This design comes from an exercise in tuning for small area, a short achievable clock period and few clock cycles on the open sky130 flow, not from production work.
In this exercise RTL edits were held to simulation tests only and were not proved equivalent to the original.
Power and IR drop assume default switching activity.

## flow/design.v (module list and top-level ports; edited modules follow where they fit)
// module rgb2ac1c2_stream_ctrl: 2996 lines
// module ac_fa: 10 lines
// module ac_ha: 9 lines
// module ac_pg: 11 lines
// module ac_g: 8 lines
// module ac_sel3: 11 lines
module rgb2ac1c2_stream_ctrl #(
    parameter int unsigned WIDTH  = 640,
    parameter int unsigned HEIGHT = 480
) (
    input  logic        i_clk,
    input  logic        i_rst,
    input  logic        i_start,
    input  logic        i_coef_we,
    input  logic [3:0]  i_coef_addr,
    input  logic [15:0] i_coef_data,
    input  logic        i_valid,
    output logic        o_ready,
    input  logic [7:0]  i_R,
    input  logic [7:0]  i_G,
    input  logic [7:0]  i_B,
    output logic        o_valid,
    input  logic        i_ready,
    output logic [31:0] o_A,
    output logic [31:0] o_C1,
    output logic [31:0] o_C2,
    output logic        o_sof,
    output logic        o_eol,
    output logic        o_eof,
    output logic        o_busy,
    output logic        o_done
);
  // ...
==> flow/run.sh <==
#!/bin/bash
# synth_recipe.tcl (not shown) runs the flow's synth.tcl, then flattens the netlist and writes it again
# the make line also repeats each setting of config.mk as NAME=value (left out here)
make -C /OpenROAD-flow-scripts/flow DESIGN_CONFIG=/design/flow/config.mk WORK_HOME=/design/flow/orfs CLKGATE_MAP_FILE= SYNTH_SCRIPT=/design/flow/synth_recipe.tcl finish
==> flow/config.mk <==
export PLATFORM = sky130hd
export DESIGN_NAME = rgb2ac1c2_stream_ctrl
export DESIGN_NICKNAME = rgb2ac1c2_stream_ctrl
export VERILOG_FILES = /design/flow/design.v
export SDC_FILE = /design/flow/constraint.sdc
export NUM_CORES = 4
export LEC_CHECK = 0
export CAP_MARGIN = 20
export CORE_MARGIN = 2
export CORE_UTILIZATION = 55
export CTS_BUF_LIST = sky130_fd_sc_hd__clkbuf_16
export CTS_CLUSTER_DIAMETER = 60
export CTS_CLUSTER_SIZE = 20
export SETUP_SLACK_MARGIN = 2.8
export SLEW_MARGIN = 20
export SYNTH_HIERARCHICAL = 1
==> flow/constraint.sdc <==
create_clock -name core_clock -period 6.0 [get_ports {i_clk}]
set_input_delay 1.2000 -clock core_clock [delete_from_list [all_inputs] [get_ports {i_clk}]]
set_output_delay 1.2000 -clock core_clock [all_outputs]
set_load 0.01 [all_outputs]
==> results.yml, run 1 <==
final_layout:
  clkCellAreaFrac_pct: 4.68
  final_cell_area_sq_um: 51300
  drive_above_1_share_pct: 8.88
  dominant_cells: "multi-input combinational cells"
  buffer_area_share_pct: 4.73
  final_cell_mix: "a222oi_1, edfxtp_1, fa_1"
  fill_cells: 6045
  diodes: 1
  nClkBuffers: 68
global_route:
  grt_use_met1_pct: 43.3
  grt_max_degree: 144
  grt_pass1_wl_microns: 215000
power_and_ir_drop:
  power_leader: "combinational logic"
  combPwrFrac_pct: 62.9
floorplan:
  chipHeight_microns: 290
  die_w_microns: 290
  num_rows: 104
  taps: 1060
timing:
  tns_ns: 0
  max_freq_ghz: 0.306
  rsz0062_at_grt: "true"
  drv_slew: 0
  post-route-period-util_pct: 54.5
place:
  dp.final_hpwl_microns: 92000
  placed_cells: 4366
route:
  detail-route-antenna-nets: 0
  routedWlPerCell_microns: 31.5
  met1_length_microns: 50100
synthesis:
  synth_compound_area_share_pct: 19.7
  ys_ff_latch: 673
  ys.flop_type: "edfxtp_1"
  synth_mux_area_share_pct: 0.0446
  syn-instance-count: 3150
hold_path:
  min_path_type: "flop to flop"
setup_path:
  crit_path_end_kind: "flop"
  crit_type: "flop to flop"
  slowest_delay_ns: 0.62
clock_network:
  cts_resized: 36
  cts_tree: "yes"
  postCtsHoldBufs: 0
status:
  status: "complete, no violations"
Testbench counts, summed over its fixed seeds: cycles 1,228,852.
==> run 2, diff against run 1 <==
--- a/flow/design.v
+++ b/flow/design.v
@@ -54,22 +54,35 @@
     logic [3:0] sel2_u2;
     logic [3:0] sel2_u3;
     logic [16:0] t01_0;
     logic [17:0] t3_0;
     logic [16:0] t01_1;
     logic [17:0] t3_1;
     logic [16:0] t01_2;
     logic [17:0] t3_2;
+    logic t01_0_c0;
+    logic t01_0_c1;
+    logic t3_0_c0;
+    logic t3_0_c1;
+    logic t01_1_c0;
+    logic t01_1_c1;
+    logic t3_1_c0;
+    logic t3_1_c1;
+    logic t01_2_c0;
+    logic t01_2_c1;
+    logic t3_2_c0;
+    logic t3_2_c1;
     logic [92:0] q_cs0;
     logic [92:0] q_cs1;
     logic [92:0] q_cs2;
     logic advance, accept, col_last, row_last;
+    logic [1:0] settle;
     assign advance  = !o_valid || i_ready;
-    assign o_ready  = o_busy && !all_in && advance;
+    assign o_ready  = o_busy && !all_in && (settle == 2'd0) && advance;
     assign accept   = i_valid && o_ready;
     assign col_last = (col == COL_LAST);
     assign row_last = (row == ROW_LAST);
     always_ff @(posedge i_clk) begin
         if (i_rst) begin
             o_busy <= 1'b0;
             o_done <= 1'b0;
         end else begin
@@ -79,16 +92,23 @@
             end else if (all_in && !p_valid && !q_valid && advance) begin
                 o_busy <= 1'b0;
                 o_done <= 1'b1;
             end
         end
     end
     always_ff @(posedge i_clk) begin
         if (!o_busy) begin
+            settle <= 2'd2;
+        end else if (settle != 2'd0) begin
+            settle <= settle - 2'd1;
+        end
+    end
+    always_ff @(posedge i_clk) begin
+        if (!o_busy) begin
             col    <= '0;
             row    <= '0;
             all_in <= 1'b0;
         end else if (accept) begin
             if (col_last) begin
                 col <= '0;
                 row <= row + 1'b1;
                 if (row_last) all_in <= 1'b1;
@@ -101,23 +121,245 @@
         16'd1383, 16'd1638, 16'd15462, 16'd7865};
     always_ff @(posedge i_clk) begin
         for (int k = 0; k < 9; k++) begin
             if (i_rst || (!o_busy && i_coef_we && i_coef_addr == 4'(k))) begin
                 coef[k] <= i_rst ? COEF_RST[16*k +: 16] : i_coef_data;
             end
         end
     end
+    wire ts2155, tc2156;
+    ac_ha u_ts2155 (.a(coef[0][0]), .b(coef[1][0]), .s(ts2155), .co(tc2156));
+    wire ts2157, tc2158;
+    ac_fa u_ts2157 (.a(coef[0][1]), .b(coef[1][1]), .c(tc2156), .s(ts2157), .co(tc2158));
+    wire ts2159, tc2160;
+    ac_fa u_ts2159 (.a(coef[0][2]), .b(coef[1][2]), .c(tc2158), .s(ts2159), .co(tc2160));
+    wire ts2161, tc2162;
+    ac_fa u_ts2161 (.a(coef[0][3]), .b(coef[1][3]), .c(tc2160), .s(ts2161), .co(tc2162));
+    wire ts2163, tc2164;
+    ac_fa u_ts2163 (.a(coef[0][4]), .b(coef[1][4]), .c(tc2162), .s(ts2163), .co(tc2164));
+    wire ts2165, tc2166;
+    ac_fa u_ts2165 (.a(coef[0][5]), .b(coef[1][5]), .c(tc2164), .s(ts2165), .co(tc2166));
+    wire ts2167, tc2168;
+    ac_fa u_ts2167 (.a(coef[0][6]), .b(coef[1][6]), .c(t01_0_c0), .s(ts2167), .co(tc2168));
+    wire ts2169, tc2170;
+    ac_fa u_ts2169 (.a(coef[0][7]), .b(coef[1][7]), .c(tc2168), .s(ts2169), .co(tc2170));
+    wire ts2171, tc2172;
+    ac_fa u_ts2171 (.a(coef[0][8]), .b(coef[1][8]), .c(tc2170), .s(ts2171), .co(tc2172));
+    wire ts2173, tc2174;
+    ac_fa u_ts2173 (.a(coef[0][9]), .b(coef[1][9]), .c(tc2172), .s(ts2173), .co(tc2174));
+    wire ts2175, tc2176;
+    ac_fa u_ts2175 (.a(coef[0][10]), .b(coef[1][10]), .c(tc2174), .s(ts2175), .co(tc2176));
+    wire ts2177, tc2178;
+    ac_fa u_ts2177 (.a(coef[0][11]), .b(coef[1][11]), .c(tc2176), .s(ts2177), .co(tc2178));
+    wire ts2179, tc2180;
+    ac_fa u_ts2179 (.a(coef[0][12]), .b(coef[1][12]), .c(t01_0_c1), .s(ts2179), .co(tc2180));
+    wire ts2181, tc2182;
+    ac_fa u_ts2181 (.a(coef[0][13]), .b(coef[1][13]), .c(tc2180), .s(ts2181), .co(tc2182));
+    wire ts2183, tc2184;
+    ac_fa u_ts2183 (.a(coef[0][14]), .b(coef[1][14]), .c(tc2182), .s(ts2183), .co(tc2184));
+    wire ts2185, tc2186;
+    ac_fa u_ts2185 (.a(coef[0][15]), .b(coef[1][15]), .c(tc2184), .s(ts2185), .co(tc2186));
+    wire ts2187, tc2188;
+    ac_fa u_ts2187 (.a(coef[0][15]), .b(coef[1][15]), .c(tc2186), .s(ts2187), .co(tc2188));
+    wire [16:0] t01_0_d = {ts2187, ts2185, ts2183, ts2181, ts2179, ts2177, ts2175, ts2173, ts2171, ts2169, ts2167, ts2165, ts2163, ts2161, ts2159, ts2157, ts2155};
+    wire ts2189, tc2190;
+    ac_ha u_ts2189 (.a(coef[2][1]), .b(coef[2][0]), .s(ts2189), .co(tc2190));
+    wire ts2191, tc2192;
+    ac_fa u_ts2191 (.a(coef[2][2]), .b(coef[2][1]), .c(tc2190), .s(ts2191), .co(tc2192));
+    wire ts2193, tc2194;
+    ac_fa u_ts2193 (.a(coef[2][3]), .b(coef[2][2]), .c(tc2192), .s(ts2193), .co(tc2194));
+    wire ts2195, tc2196;
+    ac_fa u_ts2195 (.a(coef[2][4]), .b(coef[2][3]), .c(tc2194), .s(ts2195), .co(tc2196));
+    wire ts2197, tc2198;
+    ac_fa u_ts2197 (.a(coef[2][5]), .b(coef[2][4]), .c(tc2196), .s(ts2197), .co(tc2198));
+    wire ts2199, tc2200;
+    ac_fa u_ts2199 (.a(coef[2][6]), .b(coef[2][5]), .c(tc2198), .s(ts2199), .co(tc2200));
+    wire ts2201, tc2202;
+    ac_fa u_ts2201 (.a(coef[2][7]), .b(coef[2][6]), .c(t3_0_c0), .s(ts2201), .co(tc2202));
+    wire ts2203, tc2204;
+    ac_fa u_ts2203 (.a(coef[2][8]), .b(coef[2][7]), .c(tc2202), .s(ts2203), .co(tc2204));
+    wire ts2205, tc2206;
+    ac_fa u_ts2205 (.a(coef[2][9]), .b(coef[2][8]), .c(tc2204), .s(ts2205), .co(tc2206));
+    wire ts2207, tc2208;
+    ac_fa u_ts2207 (.a(coef[2][10]), .b(coef[2][9]), .c(tc2206), .s(ts2207), .co(tc2208));
+    wire ts2209, tc2210;
+    ac_fa u_ts2209 (.a(coef[2][11]), .b(coef[2][10]), .c(tc2208), .s(ts2209), .co(tc2210));
+    wire ts2211, tc2212;
+    ac_fa u_ts2211 (.a(coef[2][12]), .b(coef[2][11]), .c(tc2210), .s(ts2211), .co(tc2212));
+    wire ts2213, tc2214;
+    ac_fa u_ts2213 (.a(coef[2][13]), .b(coef[2][12]), .c(t3_0_c1), .s(ts2213), .co(tc2214));
+    wire ts2215, tc2216;
+    ac_fa u_ts2215 (.a(coef[2][14]), .b(coef[2][13]), .c(tc2214), .s(ts2215), .co(tc2216));
+    wire ts2217, tc2218;
+    ac_fa u_ts2217 (.a(coef[2][15]), .b(coef[2][14]), .c(tc2216), .s(ts2217), .co(tc2218));
+    wire ts2219, tc2220;
+    ac_fa u_ts2219 (.a(coef[2][15]), .b(coef[2][15]), .c(tc2218), .s(ts2219), .co(tc2220));
+    wire ts2221, tc2222;
+    ac_fa u_ts2221 (.a(coef[2][15]), .b(coef[2][15]), .c(tc2220), .s(ts2221), .co(tc2222));
+    wire [17:0] t3_0_d = {ts2221, ts2219, ts2217, ts2215, ts2213, ts2211, ts2209, ts2207, ts2205, ts2203, ts2201, ts2199, ts2197, ts2195, ts2193, ts2191, ts2189, coef[2][0]};
+    wire ts2223, tc2224;
+    ac_ha u_ts2223 (.a(coef[3][0]), .b(coef[4][0]), .s(ts2223), .co(tc2224));
+    wire ts2225, tc2226;
+    ac_fa u_ts2225 (.a(coef[3][1]), .b(coef[4][1]), .c(tc2224), .s(ts2225), .co(tc2226));
+    wire ts2227, tc2228;
+    ac_fa u_ts2227 (.a(coef[3][2]), .b(coef[4][2]), .c(tc2226), .s(ts2227), .co(tc2228));
+    wire ts2229, tc2230;
+    ac_fa u_ts2229 (.a(coef[3][3]), .b(coef[4][3]), .c(tc2228), .s(ts2229), .co(tc2230));
+    wire ts2231, tc2232;
+    ac_fa u_ts2231 (.a(coef[3][4]), .b(coef[4][4]), .c(tc2230), .s(ts2231), .co(tc2232));
+    wire ts2233, tc2234;
+    ac_fa u_ts2233 (.a(coef[3][5]), .b(coef[4][5]), .c(tc2232), .s(ts2233), .co(tc2234));
+    wire ts2235, tc2236;
+    ac_fa u_ts2235 (.a(coef[3][6]), .b(coef[4][6]), .c(t01_1_c0), .s(ts2235), .co(tc2236));
+    wire ts2237, tc2238;
+    ac_fa u_ts2237 (.a(coef[3][7]), .b(coef[4][7]), .c(tc2236), .s(ts2237), .co(tc2238));
+    wire ts2239, tc2240;
+    ac_fa u_ts2239 (.a(coef[3][8]), .b(coef[4][8]), .c(tc2238), .s(ts2239), .co(tc2240));
+    wire ts2241, tc2242;
+    ac_fa u_ts2241 (.a(coef[3][9]), .b(coef[4][9]), .c(tc2240), .s(ts2241), .co(tc2242));
+    wire ts2243, tc2244;
+    ac_fa u_ts2243 (.a(coef[3][10]), .b(coef[4][10]), .c(tc2242), .s(ts2243), .co(tc2244));
+    wire ts2245, tc2246;
+    ac_fa u_ts2245 (.a(coef[3][11]), .b(coef[4][11]), .c(tc2244), .s(ts2245), .co(tc2246));
+    wire ts2247, tc2248;
+    ac_fa u_ts2247 (.a(coef[3][12]), .b(coef[4][12]), .c(t01_1_c1), .s(ts2247), .co(tc2248));
+    wire ts2249, tc2250;
+    ac_fa u_ts2249 (.a(coef[3][13]), .b(coef[4][13]), .c(tc2248), .s(ts2249), .co(tc2250));
+    wire ts2251, tc2252;
+    ac_fa u_ts2251 (.a(coef[3][14]), .b(coef[4][14]), .c(tc2250), .s(ts2251), .co(tc2252));
+    wire ts2253, tc2254;
+    ac_fa u_ts2253 (.a(coef[3][15]), .b(coef[4][15]), .c(tc2252), .s(ts2253), .co(tc2254));
+    wire ts2255, tc2256;
+    ac_fa u_ts2255 (.a(coef[3][15]), .b(coef[4][15]), .c(tc2254), .s(ts2255), .co(tc2256));
+    wire [16:0] t01_1_d = {ts2255, ts2253, ts2251, ts2249, ts2247, ts2245, ts2243, ts2241, ts2239, ts2237, ts2235, ts2233, ts2231, ts2229, ts2227, ts2225, ts2223};
+    wire ts2257, tc2258;
+    ac_ha u_ts2257 (.a(coef[5][1]), .b(coef[5][0]), .s(ts2257), .co(tc2258));
+    wire ts2259, tc2260;
+    ac_fa u_ts2259 (.a(coef[5][2]), .b(coef[5][1]), .c(tc2258), .s(ts2259), .co(tc2260));
+    wire ts2261, tc2262;
+    ac_fa u_ts2261 (.a(coef[5][3]), .b(coef[5][2]), .c(tc2260), .s(ts2261), .co(tc2262));
+    wire ts2263, tc2264;
+    ac_fa u_ts2263 (.a(coef[5][4]), .b(coef[5][3]), .c(tc2262), .s(ts2263), .co(tc2264));
+    wire ts2265, tc2266;
+    ac_fa u_ts2265 (.a(coef[5][5]), .b(coef[5][4]), .c(tc2264), .s(ts2265), .co(tc2266));
+    wire ts2267, tc2268;
+    ac_fa u_ts2267 (.a(coef[5][6]), .b(coef[5][5]), .c(tc2266), .s(ts2267), .co(tc2268));
+    wire ts2269, tc2270;
+    ac_fa u_ts2269 (.a(coef[5][7]), .b(coef[5][6]), .c(t3_1_c0), .s(ts2269), .co(tc2270));
+    wire ts2271, tc2272;
+    ac_fa u_ts2271 (.a(coef[5][8]), .b(coef[5][7]), .c(tc2270), .s(ts2271), .co(tc2272));
+    wire ts2273, tc2274;
+    ac_fa u_ts2273 (.a(coef[5][9]), .b(coef[5][8]), .c(tc2272), .s(ts2273), .co(tc2274));
+    wire ts2275, tc2276;
+    ac_fa u_ts2275 (.a(coef[5][10]), .b(coef[5][9]), .c(tc2274), .s(ts2275), .co(tc2276));
+    wire ts2277, tc2278;
+    ac_fa u_ts2277 (.a(coef[5][11]), .b(coef[5][10]), .c(tc2276), .s(ts2277), .co(tc2278));
+    wire ts2279, tc2280;
+    ac_fa u_ts2279 (.a(coef[5][12]), .b(coef[5][11]), .c(tc2278), .s(ts2279), .co(tc2280));
+    wire ts2281, tc2282;
+    ac_fa u_ts2281 (.a(coef[5][13]), .b(coef[5][12]), .c(t3_1_c1), .s(ts2281), .co(tc2282));
+    wire ts2283, tc2284;
+    ac_fa u_ts2283 (.a(coef[5][14]), .b(coef[5][13]), .c(tc2282), .s(ts2283), .co(tc2284));
+    wire ts2285, tc2286;
+    ac_fa u_ts2285 (.a(coef[5][15]), .b(coef[5][14]), .c(tc2284), .s(ts2285), .co(tc2286));
+    wire ts2287, tc2288;
+    ac_fa u_ts2287 (.a(coef[5][15]), .b(coef[5][15]), .c(tc2286), .s(ts2287), .co(tc2288));
+    wire ts2289, tc2290;
+    ac_fa u_ts2289 (.a(coef[5][15]), .b(coef[5][15]), .c(tc2288), .s(ts2289), .co(tc2290));
+    wire [17:0] t3_1_d = {ts2289, ts2287, ts2285, ts2283, ts2281, ts2279, ts2277, ts2275, ts2273, ts2271, ts2269, ts2267, ts2265, ts2263, ts2261, ts2259, ts2257, coef[5][0]};
+    wire ts2291, tc2292;
+    ac_ha u_ts2291 (.a(coef[6][0]), .b(coef[7][0]), .s(ts2291), .co(tc2292));
+    wire ts2293, tc2294;
+    ac_fa u_ts2293 (.a(coef[6][1]), .b(coef[7][1]), .c(tc2292), .s(ts2293), .co(tc2294));
+    wire ts2295, tc2296;
+    ac_fa u_ts2295 (.a(coef[6][2]), .b(coef[7][2]), .c(tc2294), .s(ts2295), .co(tc2296));
+    wire ts2297, tc2298;
+    ac_fa u_ts2297 (.a(coef[6][3]), .b(coef[7][3]), .c(tc2296), .s(ts2297), .co(tc2298));
+    wire ts2299, tc2300;
+    ac_fa u_ts2299 (.a(coef[6][4]), .b(coef[7][4]), .c(tc2298), .s(ts2299), .co(tc2300));
+    wire ts2301, tc2302;
+    ac_fa u_ts2301 (.a(coef[6][5]), .b(coef[7][5]), .c(tc2300), .s(ts2301), .co(tc2302));
+    wire ts2303, tc2304;
+    ac_fa u_ts2303 (.a(coef[6][6]), .b(coef[7][6]), .c(t01_2_c0), .s(ts2303), .co(tc2304));
+    wire ts2305, tc2306;
+    ac_fa u_ts2305 (.a(coef[6][7]), .b(coef[7][7]), .c(tc2304), .s(ts2305), .co(tc2306));
+    wire ts2307, tc2308;
+    ac_fa u_ts2307 (.a(coef[6][8]), .b(coef[7][8]), .c(tc2306), .s(ts2307), .co(tc2308));
+    wire ts2309, tc2310;
+    ac_fa u_ts2309 (.a(coef[6][9]), .b(coef[7][9]), .c(tc2308), .s(ts2309), .co(tc2310));
+    wire ts2311, tc2312;
+    ac_fa u_ts2311 (.a(coef[6][10]), .b(coef[7][10]), .c(tc2310), .s(ts2311), .co(tc2312));
+    wire ts2313, tc2314;
+    ac_fa u_ts2313 (.a(coef[6][11]), .b(coef[7][11]), .c(tc2312), .s(ts2313), .co(tc2314));
+    wire ts2315, tc2316;
+    ac_fa u_ts2315 (.a(coef[6][12]), .b(coef[7][12]), .c(t01_2_c1), .s(ts2315), .co(tc2316));
+    wire ts2317, tc2318;
+    ac_fa u_ts2317 (.a(coef[6][13]), .b(coef[7][13]), .c(tc2316), .s(ts2317), .co(tc2318));
+    wire ts2319, tc2320;
+    ac_fa u_ts2319 (.a(coef[6][14]), .b(coef[7][14]), .c(tc2318), .s(ts2319), .co(tc2320));
+    wire ts2321, tc2322;
+    ac_fa u_ts2321 (.a(coef[6][15]), .b(coef[7][15]), .c(tc2320), .s(ts2321), .co(tc2322));
+    wire ts2323, tc2324;
+    ac_fa u_ts2323 (.a(coef[6][15]), .b(coef[7][15]), .c(tc2322), .s(ts2323), .co(tc2324));
+    wire [16:0] t01_2_d = {ts2323, ts2321, ts2319, ts2317, ts2315, ts2313, ts2311, ts2309, ts2307, ts2305, ts2303, ts2301, ts2299, ts2297, ts2295, ts2293, ts2291};
+    wire ts2325, tc2326;
+    ac_ha u_ts2325 (.a(coef[8][1]), .b(coef[8][0]), .s(ts2325), .co(tc2326));
+    wire ts2327, tc2328;
+    ac_fa u_ts2327 (.a(coef[8][2]), .b(coef[8][1]), .c(tc2326), .s(ts2327), .co(tc2328));
+    wire ts2329, tc2330;
+    ac_fa u_ts2329 (.a(coef[8][3]), .b(coef[8][2]), .c(tc2328), .s(ts2329), .co(tc2330));
+    wire ts2331, tc2332;
+    ac_fa u_ts2331 (.a(coef[8][4]), .b(coef[8][3]), .c(tc2330), .s(ts2331), .co(tc2332));
+    wire ts2333, tc2334;
+    ac_fa u_ts2333 (.a(coef[8][5]), .b(coef[8][4]), .c(tc2332), .s(ts2333), .co(tc2334));
+    wire ts2335, tc2336;
+    ac_fa u_ts2335 (.a(coef[8][6]), .b(coef[8][5]), .c(tc2334), .s(ts2335), .co(tc2336));
+    wire ts2337, tc2338;
+    ac_fa u_ts2337 (.a(coef[8][7]), .b(coef[8][6]), .c(t3_2_c0), .s(ts2337), .co(tc2338));
+    wire ts2339, tc2340;
+    ac_fa u_ts2339 (.a(coef[8][8]), .b(coef[8][7]), .c(tc2338), .s(ts2339), .co(tc2340));
+    wire ts2341, tc2342;
+    ac_fa u_ts2341 (.a(coef[8][9]), .b(coef[8][8]), .c(tc2340), .s(ts2341), .co(tc2342));
+    wire ts2343, tc2344;
+    ac_fa u_ts2343 (.a(coef[8][10]), .b(coef[8][9]), .c(tc2342), .s(ts2343), .co(tc2344));
+    wire ts2345, tc2346;
+    ac_fa u_ts2345 (.a(coef[8][11]), .b(coef[8][10]), .c(tc2344), .s(ts2345), .co(tc2346));
+    wire ts2347, tc2348;
+    ac_fa u_ts2347 (.a(coef[8][12]), .b(coef[8][11]), .c(tc2346), .s(ts2347), .co(tc2348));
+    wire ts2349, tc2350;
+    ac_fa u_ts2349 (.a(coef[8][13]), .b(coef[8][12]), .c(t3_2_c1), .s(ts2349), .co(tc2350));
+    wire ts2351, tc2352;
+    ac_fa u_ts2351 (.a(coef[8][14]), .b(coef[8][13]), .c(tc2350), .s(ts2351), .co(tc2352));
+    wire ts2353, tc2354;
+    ac_fa u_ts2353 (.a(coef[8][15]), .b(coef[8][14]), .c(tc2352), .s(ts2353), .co(tc2354));
+    wire ts2355, tc2356;
+    ac_fa u_ts2355 (.a(coef[8][15]), .b(coef[8][15]), .c(tc2354), .s(ts2355), .co(tc2356));
+    wire ts2357, tc2358;
+    ac_fa u_ts2357 (.a(coef[8][15]), .b(coef[8][15]), .c(tc2356), .s(ts2357), .co(tc2358));
+    wire [17:0] t3_2_d = {ts2357, ts2355, ts2353, ts2351, ts2349, ts2347, ts2345, ts2343, ts2341, ts2339, ts2337, ts2335, ts2333, ts2331, ts2329, ts2327, ts2325, coef[8][0]};
     always_ff @(posedge i_clk) begin
-        t01_0 <= 17'(coef[0]) + 17'(coef[1]);
-        t3_0  <= 18'(coef[2]) + (18'(coef[2]) << 1);
-        t01_1 <= 17'(coef[3]) + 17'(coef[4]);
-        t3_1  <= 18'(coef[5]) + (18'(coef[5]) << 1);
-        t01_2 <= 17'(coef[6]) + 17'(coef[7]);
-        t3_2  <= 18'(coef[8]) + (18'(coef[8]) << 1);
+        t01_0_c0 <= tc2166;
+        t01_0_c1 <= tc2178;
+        t01_0 <= t01_0_d;
+        t3_0_c0 <= tc2200;
+        t3_0_c1 <= tc2212;
+        t3_0 <= t3_0_d;
+        t01_1_c0 <= tc2234;
+        t01_1_c1 <= tc2246;
+        t01_1 <= t01_1_d;
+        t3_1_c0 <= tc2268;
+        t3_1_c1 <= tc2280;
+        t3_1 <= t3_1_d;
+        t01_2_c0 <= tc2302;
+        t01_2_c1 <= tc2314;
+        t01_2 <= t01_2_d;
+        t3_2_c0 <= tc2336;
+        t3_2_c1 <= tc2348;
+        t3_2 <= t3_2_d;
     end
     always_ff @(posedge i_clk) begin
         if (i_rst) begin
             p_valid <= 1'b0;
             q_valid <= 1'b0;
             o_valid <= 1'b0;
         end else if (advance) begin
             p_valid <= accept;
==> flow/config.mk (replaced) <==
export PLATFORM = sky130hd
export DESIGN_NAME = rgb2ac1c2_stream_ctrl
export DESIGN_NICKNAME = rgb2ac1c2_stream_ctrl
export VERILOG_FILES = /design/flow/design.v
export SDC_FILE = /design/flow/constraint.sdc
export NUM_CORES = 4
export LEC_CHECK = 0
export CAP_MARGIN = 20
export CORE_MARGIN = 2
export CORE_UTILIZATION = 40
export CTS_BUF_LIST = sky130_fd_sc_hd__clkbuf_16
export CTS_CLUSTER_DIAMETER = 80
export CTS_CLUSTER_SIZE = 25
export SETUP_SLACK_MARGIN = 2.8
export SLEW_MARGIN = 20
export SYNTH_HIERARCHICAL = 1
==> results.yml, run 2 <==
setup_path:
  crit_type: "flop to flop"
  crit_path_end_kind: "flop"
  slowest_delay_ns: 0.57
  crit_fanout: 5
  required_ns: 6.38
  critPathLaunchType: "flop"
  crit_chain: "fa_1 -> fa_1 -> ha_4 -> and2_4 -> a21o_1 -> a21o_4 -> a21o_4 -> buf_12 -> a21o_1 -> xnor2_2"
  cp_data_arrival_time_ns: 3.64
  slowest_stage: "fa_1"
timing:
  whs_ns: 0.427
  setup_viol: 0
  timing.final.hold_violations: 0
  post-route-period-util_pct: 54.3
  worstMarginPinSlew_ns: 0.926
  finalClockSkew_ns: 0.0347
  slew_headroom_pct: 38.3
  tns_ns: 0
  post-route-min-period_ns: 3.26
  drv_slew: 0
  rsz0062_at_grt: "true"
  max_freq_ghz: 0.307
global_route:
  gr-total-overflow: 0
  first_global_vias: 31800
  grt_max_degree: 147
  grt_use_total_pct: 22.5
  antenna_found_initial: 7
  grt_pass1_wl_microns: 193000
power_and_ir_drop:
  power_density_nw_per_um2: 701
  p_sw_share_pct: 39.2
  finalPower_w: 0.0345
  p_leak_nw: 17.8
  internal-power_w: 0.0210
  switchingPower_w: 0.0135
  pwr-share-seq_pct: 26.1
  combPwrFrac_pct: 63.7
  power_frac_clock_pct: 10.1
  ir_drop_mv: 0.644
final_layout:
  drive_above_1_share_pct: 8.73
  syn2layout_area_growth_pct: 13.6
  fin_util_pct: 45.9
  nNetsFinal: 3788
  layout_commonest_cell: "a222oi_1"
  diodes: 0
  largest_reg_flops: 144
  final_cell_mix: "a222oi_1, fa_1, edfxtp_1"
  regMostFlops: "coef"
  fill_cells: 9298
  multi_input_area_sq_um: 24000
  final-seq-area_sq_um: 19200
  final_cells: 4438
floorplan:
  die_w_microns: 333
  core_sq_um: 107000
  die-area_sq_um: 111000
  chipHeight_microns: 333
  initial_utilization_pct: 40.4
  num_rows: 120
  ios: 153
synthesis:
  synth_top_area_cell: "edfxtp_1"
  yosysWarnings: 9
  synthDistinctLibCells: 54
  ys_ff_latch: 687
  syn-instance-count: 2736
  async_flop_share_pct: 0
  synth.most_common_cell: "a222oi_1"
  synthTopCellsByCount: "a222oi_1, fa_1, edfxtp_1"
  synth_top_area_share_pct: 37.6
  netlist_top_cells_area: "edfxtp_1, fa_1, a222oi_1, dfxtp_1, ha_1"
  syn_avg_cell_area_sq_um: 15.8
  ys_seq_area_share_pct: 44.3
  ys.flop_type: "edfxtp_1"
  synth_edf_count: 543
  synth_area_sq_um: 43400
hold_path:
  min_path_type: "flop to flop"
route:
  num_vias: 30500
  firstDrtPassIters: 23
  drt-total-wl_microns: 127000
  detail-route-antenna-nets: 0
  drt-initial-drc-count: 9867
  drc: 0
  vias_per_cell: 6.87
  routedWlPerCell_microns: 28.7
place:
  placed_cells: 4296
  dp.final_hpwl_microns: 82800
  port_buffers: 131
  routabilityCongestion: 0.888
status:
  status: "complete, no violations"
flow_run:
  cap_violations: 0
clock_network:
  root_buffer: "clkbuf_16"
  htree_levels: 2
  cts_tree: "yes"
  postCtsHoldBufs: 0
  clk_pin_slew_worst_paths_ns: 0.10
  insertion_delay_ns: 0.65
  numCtsBuffers: 45
  clk_path_buf_depth: 3
  clock-sinks: 687
## run 2: cell types whose count changed in the layout (fill, tap and decap cells not counted), sizes merged, moves of 36 or more
cell,delta
nand2,-36
nor2,-50
o21ai,-44
a21oi,-62
xnor2,-53
fa,+90
ha,-86
## run 2: worst paths after layout
kind	from	to	slack [ns]	depth (start not counted)
hold / removal	p_eol	q_eol	0.43	0
setup reg to reg	q_cs0[9]	o_A[26]	2.74	10
setup / recovery	q_cs0[9]	o_A[26]	2.74	10
hold reg to reg	p_eol	q_eol	0.43	0
## run 2: worst max-delay path, delay by kind of cell (launching register included)
family / cells / cell delay, ns
fa+ha+maj: 3 / 1.27
compound gates: 4 / 0.86
flops: 1 / 0.41
simple gates: 1 / 0.15
xor+xnor: 1 / 0.15
buf+inv: 1 / 0.14
## run 2: per-module statistics from Yosys, one instance, submodules excluded
module / copies in the design / area [sq um] / flops+latches
ac_fa: 579 / 20.0 / 0
rgb2ac1c2_stream_ctrl: 1 / 22600 / 687
ac_ha: 135 / 12.5 / 0
ac_g: 69 / 7.51 / 0
ac_sel3: 576 / 10.0 / 0
ac_pg: 87 / 13.8 / 0
## run 2: routing by layer
layer	part of all wire, %	vias up	GRT usage [%]
li1	-	12100	-
met1	38	15300	30.5
met2	43	2554	33.2
met3	13	557	7.09
met4	5.1	12	9.45
met5	0.081	-	0.912
## run 2: metrics by stage
step / cell area (sq um) / setup WS [ns]
2_1_floorplan: 43500 / 2.81
3_3_place_gp: 46600 / 2.04
3_5_place_dp: 46600 / 2.03
4_1_cts: 48800 / 2.70
5_1_grt: 49300 / 2.66
6_report: 49300 / 2.74
## run 2: cell families (layout without fill, tap and decap cells)
logic type / after synthesis / after routing / synth area share (%)
other cells: 2 / 24 / 0.0173
flops: 687 / 687 / 44.3
simple gates: 240 / 240 / 3.41
mux: 2 / 2 / 0.0462
compound gates: 817 / 819 / 17.6
xor+xnor: 79 / 79 / 1.60
fa+ha+maj: 740 / 740 / 31.4
buf+inv: 169 / 444 / 1.72
## run 2: power by group through the flow
stage | Clock [W] | Sequential (W) | Combinational [W]
after floorplan | 0 | 0.00907 | 0.0140
after global placement | 0 | 0.00909 | 0.0188
after global routing | 0.00376 | 0.00918 | 0.0246
after detailed placement | 0 | 0.00915 | 0.0192
final | 0.00350 | 0.00902 | 0.0220
after CTS | 0.00361 | 0.00902 | 0.0206
## run 2: repair_timing
action                     CTS  global route
gates resized for setup     33            43
buffers inserted            36            20
setup endpoints to repair  162            71
gates cloned                 0             2
pin swaps                   10            21
## run 2: cell type report
cell class | instances | share of cell area, %
clock inverters | 37 | 0.864
inverters | 128 | 0.991
repair buffers | 232 | 4.53
flip-flops and latches | 687 | 39.0
clock buffers | 47 | 2.39
multi-input cells | 1904 | 48.7
well taps | 1403 | 3.56
Testbench counts of run 2, summed over its fixed seeds: cycles 1,228,860.

separate check: timing with driven ports:
How much do the figures lean on ideal ports? The routed layouts below were timed once more, with nothing changed but the port constraints.
Step 1 sets driving cells, clkbuf_16 on the clock port and buf_2 on the other inputs (assumed; they add their load-dependent delay and slew).
Step 2 moves the port delays by t, midway between the first and last clock arrival at a register: inputs arrive t later, outputs are due t later. That takes back most of the time a late clock gives input paths.
Three values: ideal ports, drivers, drivers and shift; two values: the first two.
run	t, ns	setup slack, ns	hold slack, ns	worst setup path after step 2	clock arrival spread, ns
run 1	0.691	2.727 / 2.727 / 2.449	0.425 / 0.425 / 0.425	input to register	0.033 / 0.033
run 2	0.703	2.741 / 2.741 / 2.496	0.427 / 0.427 / 0.427	input to register	0.036 / 0.036
After both steps every run listed still meets setup and hold. The setup slack of run 1, which loses most, moves by 0.000 ns with the drivers and by -0.278 ns with both steps.
